What follows belongs to an exercise in optimizing a design on an open flow for small area; a production flow would make more cautious choices. At most, simulation tests tie the RTL to the original design; equivalence was not proved. No activity file was given, so power comes from the tool's default toggle rates.

==> run A <==
==> flow/design.v (excerpt) <==
module sprite_compositor
#(
    parameter int unsigned N_SPR   = 8,
    parameter int unsigned ADDR_W  = 13,
    parameter int unsigned ROM_LAT = 1
) (
    input  logic                       clk_vga,
    input  logic                       rst_n,
    input  logic [sprite_pkg::COORD_W-1:0]         x_ptr,
    input  logic [sprite_pkg::COORD_W-1:0]         y_ptr,
    input  logic                       pix_valid,
    input  logic                       frame_start,
    output logic [ADDR_W-1:0]          rom_addr,
    input  logic [7:0]                 rom_data,
    output logic [7:0]                 RGB,
    output logic                       rgb_valid,
    input  logic [N_SPR-1:0]           spr_en,
    input  logic [N_SPR*sprite_pkg::COORD_W-1:0]   spr_x,
    input  logic [N_SPR*sprite_pkg::COORD_W-1:0]   spr_y,
    input  logic [N_SPR*sprite_pkg::COORD_W-1:0]   spr_w,
    input  logic [N_SPR*sprite_pkg::COORD_W-1:0]   spr_h,
    input  logic [N_SPR*ADDR_W-1:0]    spr_base,
    output logic [N_SPR-1:0]           collide
);
    localparam int unsigned CW = sprite_pkg::COORD_W;
    logic [N_SPR-1:0]  box;      
    logic [CW-1:0]     ndx [N_SPR];
    logic [CW-1:0]     ndy [N_SPR];
    logic [CW-1:0]     nx_ptr, ny_ptr;
    assign nx_ptr = ~x_ptr;
    assign ny_ptr = ~y_ptr;
    for (genvar i = 0; i < N_SPR; i++) begin : g_slot
        sprite_hit_unit u_hit (
            .en    (spr_en[i]),
            .nx_ptr(nx_ptr),
            .ny_ptr(ny_ptr),
            .spr_x (spr_x[i*CW +: CW]),
            .spr_y (spr_y[i*CW +: CW]),
            .spr_w (spr_w[i*CW +: CW]),
            .spr_h (spr_h[i*CW +: CW]),
            .hit   (box[i]),
            .ndx   (ndx[i]),
            .ndy   (ndy[i])
        );
    end
    logic [N_SPR-1:0] hit;
    logic             any_hit;
    logic [N_SPR-1:0] first;     
  ...
export LEC_CHECK = 0
export CAP_MARGIN = 20
export CORE_MARGIN = 2
export CORE_UTILIZATION = 45
export GPL_TIMING_DRIVEN = 0
export SLEW_MARGIN = 20
export SYNTH_HIERARCHICAL = 1
export SYNTH_MINIMUM_KEEP_SIZE = 0
create_clock -name core_clock -period 11.0 [get_ports {clk_vga}]
standard.sh (not shown) runs the stock make flow with config.mk's settings and CLKGATE_MAP_FILE= SYNTH_SCRIPT=/design/flow/synth_recipe.tcl, a recipe that flattens the netlist after the stock synthesis.
==> flow/flow/run.sh <==
#!/bin/bash
# Own flow: the standard layout (standard.sh), with these changes:
#  - Yosys's synth skips its early "abc -fast" pass (SYNTH_ARGS=-noabc), so the
#    full-adder extraction sees the adders as written; the final ABC mapping is unchanged.
#  - after synthesis every combinational cell is set to its smallest drive strength
#    (downsize.py); the repair steps of the layout upsize where timing or slew needs it.
#  - every input and output port still gets a buffer, but a small one (buf_1).
#  - clock tree: small clock buffers and no dummy loads.
# Each tool's output goes to a log file in this folder.
set -euo pipefail
RES=orfs/results/sky130hd/sprite_compositor/base
LIB=$FLOW_HOME/platforms/sky130hd/lib/sky130_fd_sc_hd__tt_025C_1v80.lib
ARGS=(
    SYNTH_ARGS=-noabc
    REMOVE_ABC_BUFFERS=1
    "BUFFER_PORTS_ARGS=-buffer_cell sky130_fd_sc_hd__buf_1"
    "CTS_ARGS=-sink_clustering_enable -repair_clock_nets -dont_use_dummy_load -buf_list sky130_fd_sc_hd__clkbuf_8 -sink_clustering_size 30"
)
bash standard.sh "${ARGS[@]}" synth > flow_synth.log 2>&1
cp $RES/1_2_yosys.v flow_1_2_yosys_orig.v
python3 flow/downsize.py $LIB $RES/1_2_yosys.v > flow_downsize.log 2>&1
rm -f $RES/1_synth.odb $RES/1_synth.sdc
bash standard.sh "${ARGS[@]}" finish > flow_finish.log 2>&1
Other scripts of this flow, unchanged in this note and not shown: flow/flow/downsize.py
==> run P: changes against run A <==
--- a/flow/design.v
+++ b/flow/design.v
@@ -82,33 +82,14 @@
 );
     logic [2:0] n;
     sprite_aoi222 u_a (.a1(sel[0]), .a2(d[0]), .b1(sel[1]), .b2(d[1]), .c1(sel[2]), .c2(d[2]), .y(n[0]));
     sprite_aoi222 u_b (.a1(sel[3]), .a2(d[3]), .b1(sel[4]), .b2(d[4]), .c1(sel[5]), .c2(d[5]), .y(n[1]));
     sprite_aoi221 u_c (.a1(sel[6]), .a2(d[6]), .b1(sel[7]), .b2(d[7]), .c1(hold),   .y(n[2]));
     assign y = &n;
 endmodule
-module sprite_and2x8 (
-    input  logic [7:0] a,
-    input  logic [7:0] b,
-    output logic [7:0] y
-);
-    assign y = a & b;
-endmodule
-module sprite_nand2 (
-    input  logic a, b,
-    output logic y
-);
-    assign y = !(a & b);
-endmodule
-module sprite_ao22 (
-    input  logic a1, a2, b1, b2,
-    output logic y
-);
-    assign y = (a1 & a2) | (b1 & b2);
-endmodule
 module sprite_aoi22 (
     input  logic a1, a2, b1, b2,
     output logic y
 );
     assign y = !((a1 & a2) | (b1 & b2));
 endmodule
 module sprite_aoi221 (
@@ -172,123 +153,110 @@
             .hit   (box[i]),
             .ndx   (ndx[i]),
             .ndy   (ndy[i])
         );
     end
     logic [N_SPR-1:0] hit;
     logic             any_hit;
-    logic [N_SPR-1:0] first;     
-    logic             any_box;
+    logic [N_SPR-1:0] sel;       
+    logic             hold;      
     assign hit     = box & {N_SPR{pix_valid}};
     assign any_hit = |hit;
-    assign any_box = |box;
+    assign hold    = !any_hit;
     always_comb begin
         for (int i = 0; i < N_SPR; i++) begin
-            first[i] = pix_valid;
-            for (int j = 0; j < i; j++) first[i] = first[i] & !box[j];
+            sel[i] = hit[i];
+            for (int j = 0; j < i; j++) sel[i] = sel[i] & !hit[j];
         end
     end
-    logic [N_SPR-1:0] sel [3];
-    logic             hold [2];
-    for (genvar g = 0; g < 3; g++) begin : g_sel
-        sprite_and2x8 u_sel (.a(first), .b(box), .y(sel[g]));
-    end
-    for (genvar g = 0; g < 2; g++) begin : g_hold
-        sprite_nand2 u_hold (.a(pix_valid), .b(any_box), .y(hold[g]));
-    end
     logic [CW-1:0]     dx_q, ndy_q, nw_q;
     logic [ADDR_W-1:0] base_q;
     logic [CW-1:0]     dx_d, ndy_d, nw_d;
     logic [ADDR_W-1:0] base_d;
     for (genvar b = 0; b < CW; b++) begin : g_mux_c
         logic [N_SPR-1:0] dxn, dyn, ww;
         for (genvar i = 0; i < N_SPR; i++) begin : g_in
             assign dxn[i] = ndx[i][b];
             assign dyn[i] = ndy[i][b];
             assign ww[i]  = spr_w[i*CW + b];
         end
-        sprite_mux8hn u_dx (.sel(sel[0]), .hold(hold[0]), .d(dxn), .y(dx_d[b]));
-        sprite_mux8   u_dy (.sel(sel[1]), .d(dyn), .y(ndy_d[b]));
-        sprite_mux8n  u_w  (.sel(sel[1]), .d(ww),  .y(nw_d[b]));
+        sprite_mux8hn u_dx (.sel(sel), .hold(hold), .d(dxn), .y(dx_d[b]));
+        sprite_mux8   u_dy (.sel(sel), .d(dyn), .y(ndy_d[b]));
+        sprite_mux8n  u_w  (.sel(sel), .d(ww),  .y(nw_d[b]));
     end
     for (genvar b = 0; b < ADDR_W; b++) begin : g_mux_b
         logic [N_SPR-1:0] bb;
         for (genvar i = 0; i < N_SPR; i++) begin : g_in
             assign bb[i] = spr_base[i*ADDR_W + b];
         end
-        sprite_mux8h u_base (.sel(sel[2]), .hold(hold[1]), .d(bb), .q(rom_addr[b]),
-                             .y(base_d[b]));
+        sprite_mux8h u_base (.sel(sel), .hold(hold), .d(bb), .q(rom_addr[b]), .y(base_d[b]));
     end
     logic [N_SPR-2:0]  m1_q, m2_q;
     logic              any1_q, any2_q, v1_q, v2_q, fs1_q, fs2_q;
-    logic              live_q;   
     always_ff @(posedge clk_vga or negedge rst_n) begin
         if (!rst_n) begin
-            live_q <= 1'b0;
+            dx_q   <= '0;
+            nw_q   <= '1;            
+            base_q <= '0;
             any1_q <= 1'b0;
             any2_q <= 1'b0;
             v1_q   <= 1'b0;
             v2_q   <= 1'b0;
             fs1_q  <= 1'b0;
             fs2_q  <= 1'b0;
         end else begin
-            live_q <= 1'b1;
+            dx_q   <= dx_d;
+            nw_q   <= nw_d;
+            base_q <= base_d;
             any1_q <= any_hit;
             any2_q <= any1_q;
             v1_q   <= pix_valid;
             v2_q   <= v1_q;
             fs1_q  <= frame_start;
             fs2_q  <= fs1_q;
         end
     end
     always_ff @(posedge clk_vga) begin
-        dx_q   <= dx_d;
-        ndy_q  <= ndy_d;
-        nw_q   <= nw_d;
-        base_q <= base_d;
+        ndy_q <= ndy_d;
         m1_q  <= hit[0] ? hit[N_SPR-1:1] : '0;
         m2_q  <= m1_q;
     end
     logic [78:0] pp;
     sprite_pp u_pp (
         .ndy (ndy_q),
         .nw  (nw_q),
         .pp  (pp)
     );
-    logic [ADDR_W-1:0] addr;
     sprite_addr_tree u_addr (
         .dx   (dx_q),
         .base (base_q),
         .pp   (pp),
-        .addr (addr)
+        .addr (rom_addr)
     );
-    assign rom_addr = addr & {ADDR_W{live_q}};
     logic             opaque;
-    logic             hit_op;    
-    logic             nfs2;
-    logic [N_SPR-2:0] acc_q, acc_d, col_d;
-    assign opaque     = rom_data != sprite_pkg::TRANSPARENT;
-    assign hit_op     = opaque && any2_q;
-    assign nfs2       = !fs2_q;
+    logic [N_SPR-2:0] coll_bits;
+    logic [N_SPR-2:0] acc_q;
+    assign opaque    = rom_data != sprite_pkg::TRANSPARENT;
+    assign coll_bits = (opaque && any2_q) ? m2_q : '0;
     assign collide[0] = 1'b0;
-    for (genvar j = 0; j < N_SPR - 1; j++) begin : g_coll
-        sprite_ao22 u_acc (.a1(m2_q[j]), .a2(hit_op), .b1(acc_q[j]), .b2(nfs2), .y(acc_d[j]));
-        sprite_ao22 u_col (.a1(acc_q[j]), .a2(fs2_q), .b1(collide[j+1]), .b2(nfs2), .y(col_d[j]));
-    end
     always_ff @(posedge clk_vga or negedge rst_n) begin
         if (!rst_n) begin
-            RGB                <= 8'h00;
-            rgb_valid          <= 1'b0;
-            acc_q              <= '0;
+            RGB              <= 8'h00;
+            rgb_valid        <= 1'b0;
+            acc_q            <= '0;
             collide[N_SPR-1:1] <= '0;
         end else begin
-            rgb_valid          <= v2_q;
-            RGB                <= hit_op ? rom_data : sprite_pkg::BG_COLOR;
-            acc_q              <= acc_d;
-            collide[N_SPR-1:1] <= col_d;
+            rgb_valid <= v2_q;
+            RGB       <= (any2_q && opaque) ? rom_data : sprite_pkg::BG_COLOR;
+            if (fs2_q) begin
+                collide[N_SPR-1:1] <= acc_q;
+                acc_q              <= coll_bits;
+            end else begin
+                acc_q <= acc_q | coll_bits;
+            end
         end
     end
 endmodule
 module sprite_pp (
     input  logic [9:0]  ndy,
     input  logic [9:0]  nw,
     output logic [78:0] pp
--- a/flow/flow/run.sh
+++ b/flow/flow/run.sh
@@ -8,16 +8,15 @@
 #  - clock tree: small clock buffers and no dummy loads.
 # Each tool's output goes to a log file in this folder.
 set -euo pipefail
 RES=orfs/results/sky130hd/sprite_compositor/base
 LIB=$FLOW_HOME/platforms/sky130hd/lib/sky130_fd_sc_hd__tt_025C_1v80.lib
 ARGS=(
     SYNTH_ARGS=-noabc
-    REMOVE_ABC_BUFFERS=1
     "BUFFER_PORTS_ARGS=-buffer_cell sky130_fd_sc_hd__buf_1"
-    "CTS_ARGS=-sink_clustering_enable -repair_clock_nets -dont_use_dummy_load -buf_list sky130_fd_sc_hd__clkbuf_8 -sink_clustering_size 30"
+    "CTS_ARGS=-sink_clustering_enable -repair_clock_nets -dont_use_dummy_load -buf_list sky130_fd_sc_hd__clkbuf_8"
 )
 bash standard.sh "${ARGS[@]}" synth > flow_synth.log 2>&1
 cp $RES/1_2_yosys.v flow_1_2_yosys_orig.v
 python3 flow/downsize.py $LIB $RES/1_2_yosys.v > flow_downsize.log 2>&1
 rm -f $RES/1_synth.odb $RES/1_synth.sdc
 bash standard.sh "${ARGS[@]}" finish > flow_finish.log 2>&1
==> run M: changes against run A <==
--- a/flow/design.v
+++ b/flow/design.v
@@ -82,27 +82,14 @@
 );
     logic [2:0] n;
     sprite_aoi222 u_a (.a1(sel[0]), .a2(d[0]), .b1(sel[1]), .b2(d[1]), .c1(sel[2]), .c2(d[2]), .y(n[0]));
     sprite_aoi222 u_b (.a1(sel[3]), .a2(d[3]), .b1(sel[4]), .b2(d[4]), .c1(sel[5]), .c2(d[5]), .y(n[1]));
     sprite_aoi221 u_c (.a1(sel[6]), .a2(d[6]), .b1(sel[7]), .b2(d[7]), .c1(hold),   .y(n[2]));
     assign y = &n;
 endmodule
-module sprite_and2x8 (
-    input  logic [7:0] a,
-    input  logic [7:0] b,
-    output logic [7:0] y
-);
-    assign y = a & b;
-endmodule
-module sprite_nand2 (
-    input  logic a, b,
-    output logic y
-);
-    assign y = !(a & b);
-endmodule
 module sprite_ao22 (
     input  logic a1, a2, b1, b2,
     output logic y
 );
     assign y = (a1 & a2) | (b1 & b2);
 endmodule
 module sprite_aoi22 (
@@ -172,55 +159,46 @@
             .hit   (box[i]),
             .ndx   (ndx[i]),
             .ndy   (ndy[i])
         );
     end
     logic [N_SPR-1:0] hit;
     logic             any_hit;
-    logic [N_SPR-1:0] first;     
-    logic             any_box;
+    logic [N_SPR-1:0] sel;       
+    logic             hold;      
     assign hit     = box & {N_SPR{pix_valid}};
     assign any_hit = |hit;
-    assign any_box = |box;
+    assign hold    = !any_hit;
     always_comb begin
         for (int i = 0; i < N_SPR; i++) begin
-            first[i] = pix_valid;
-            for (int j = 0; j < i; j++) first[i] = first[i] & !box[j];
+            sel[i] = hit[i];
+            for (int j = 0; j < i; j++) sel[i] = sel[i] & !hit[j];
         end
     end
-    logic [N_SPR-1:0] sel [3];
-    logic             hold [2];
-    for (genvar g = 0; g < 3; g++) begin : g_sel
-        sprite_and2x8 u_sel (.a(first), .b(box), .y(sel[g]));
-    end
-    for (genvar g = 0; g < 2; g++) begin : g_hold
-        sprite_nand2 u_hold (.a(pix_valid), .b(any_box), .y(hold[g]));
-    end
     logic [CW-1:0]     dx_q, ndy_q, nw_q;
     logic [ADDR_W-1:0] base_q;
     logic [CW-1:0]     dx_d, ndy_d, nw_d;
     logic [ADDR_W-1:0] base_d;
     for (genvar b = 0; b < CW; b++) begin : g_mux_c
         logic [N_SPR-1:0] dxn, dyn, ww;
         for (genvar i = 0; i < N_SPR; i++) begin : g_in
             assign dxn[i] = ndx[i][b];
             assign dyn[i] = ndy[i][b];
             assign ww[i]  = spr_w[i*CW + b];
         end
-        sprite_mux8hn u_dx (.sel(sel[0]), .hold(hold[0]), .d(dxn), .y(dx_d[b]));
-        sprite_mux8   u_dy (.sel(sel[1]), .d(dyn), .y(ndy_d[b]));
-        sprite_mux8n  u_w  (.sel(sel[1]), .d(ww),  .y(nw_d[b]));
+        sprite_mux8hn u_dx (.sel(sel), .hold(hold), .d(dxn), .y(dx_d[b]));
+        sprite_mux8   u_dy (.sel(sel), .d(dyn), .y(ndy_d[b]));
+        sprite_mux8n  u_w  (.sel(sel), .d(ww),  .y(nw_d[b]));
     end
     for (genvar b = 0; b < ADDR_W; b++) begin : g_mux_b
         logic [N_SPR-1:0] bb;
         for (genvar i = 0; i < N_SPR; i++) begin : g_in
             assign bb[i] = spr_base[i*ADDR_W + b];
         end
-        sprite_mux8h u_base (.sel(sel[2]), .hold(hold[1]), .d(bb), .q(rom_addr[b]),
-                             .y(base_d[b]));
+        sprite_mux8h u_base (.sel(sel), .hold(hold), .d(bb), .q(rom_addr[b]), .y(base_d[b]));
     end
     logic [N_SPR-2:0]  m1_q, m2_q;
     logic              any1_q, any2_q, v1_q, v2_q, fs1_q, fs2_q;
     logic              live_q;   
     always_ff @(posedge clk_vga or negedge rst_n) begin
         if (!rst_n) begin
             live_q <= 1'b0;
==> run summary <==
                                                                run P        run M       run A
Outcome                                      timing/DRC/antenna clean  timing/DRC/antenna clean  timing/DRC/antenna clean
Hold WS                                                      0.302 ns     0.334 ns    0.323 ns
Peak supply drop                                           0.000137 V  0.0000827 V  0.000108 V
Reg2reg end                                                base_q[12]   base_q[12]  base_q[12]
Power consumption                                             2.13 mW      1.67 mW     1.65 mW
Clock tree skew after final layout                          0.0313 ns    0.0385 ns   0.0273 ns
Number of placed instances with taps included                   1,683        1,699       1,689
Remaining max-slew budget at the tightest pin                   54.2%        41.5%       35.2%
Met2 usage in global routing                                    58.4%        59.2%       57.8%
Max incr delay on CP                                          0.52 ns      0.63 ns     0.61 ns
Layout filler cell count                                        2,149        2,202       2,166
Detailed Route WL                                           41,000 µm    41,300 µm   42,500 µm
Register share of total power                                   19.1%        24.0%       24.6%
Met1 usage                                                      38.0%        37.8%       44.8%
Time the final worst path needs with I/O delays and setup     9.99 ns      9.60 ns     9.75 ns
NumNets Final                                                   2,073        2,089       2,079
P&R area growth vs syn                                          25.5%        24.9%       21.6%
The RTL of run A and run P was laid out without a check of its function.

==> afterwards: timing with drivers on the ports <==
No port has a modelled driver above. Below, the same layouts with a new extraction and two added sets of constraints. Step 1 sets driving cells, clkbuf_16 on the clock port and buf_2 on the other inputs (assumed; they add their load-dependent delay and slew). Step 2 times the ports against the registers' clock, not the clock port: input delays grow and output delays shrink by t, the midpoint of the rising clock arrivals with the driver on. Three values: ideal, step 1, step 2; two values: the first two.
run	t, ns	slack for setup (ns)	worst data-port slew with drivers (ns)	cell pins on the clock port's net
run A	0.402	1.251 / 1.205 / 1.503	0.11	1
run P	0.413	1.008 / 0.965 / 1.378	0.09	1
run M	0.410	1.399 / 1.358 / 1.505	0.11	1
After both steps every run listed still meets setup and hold.
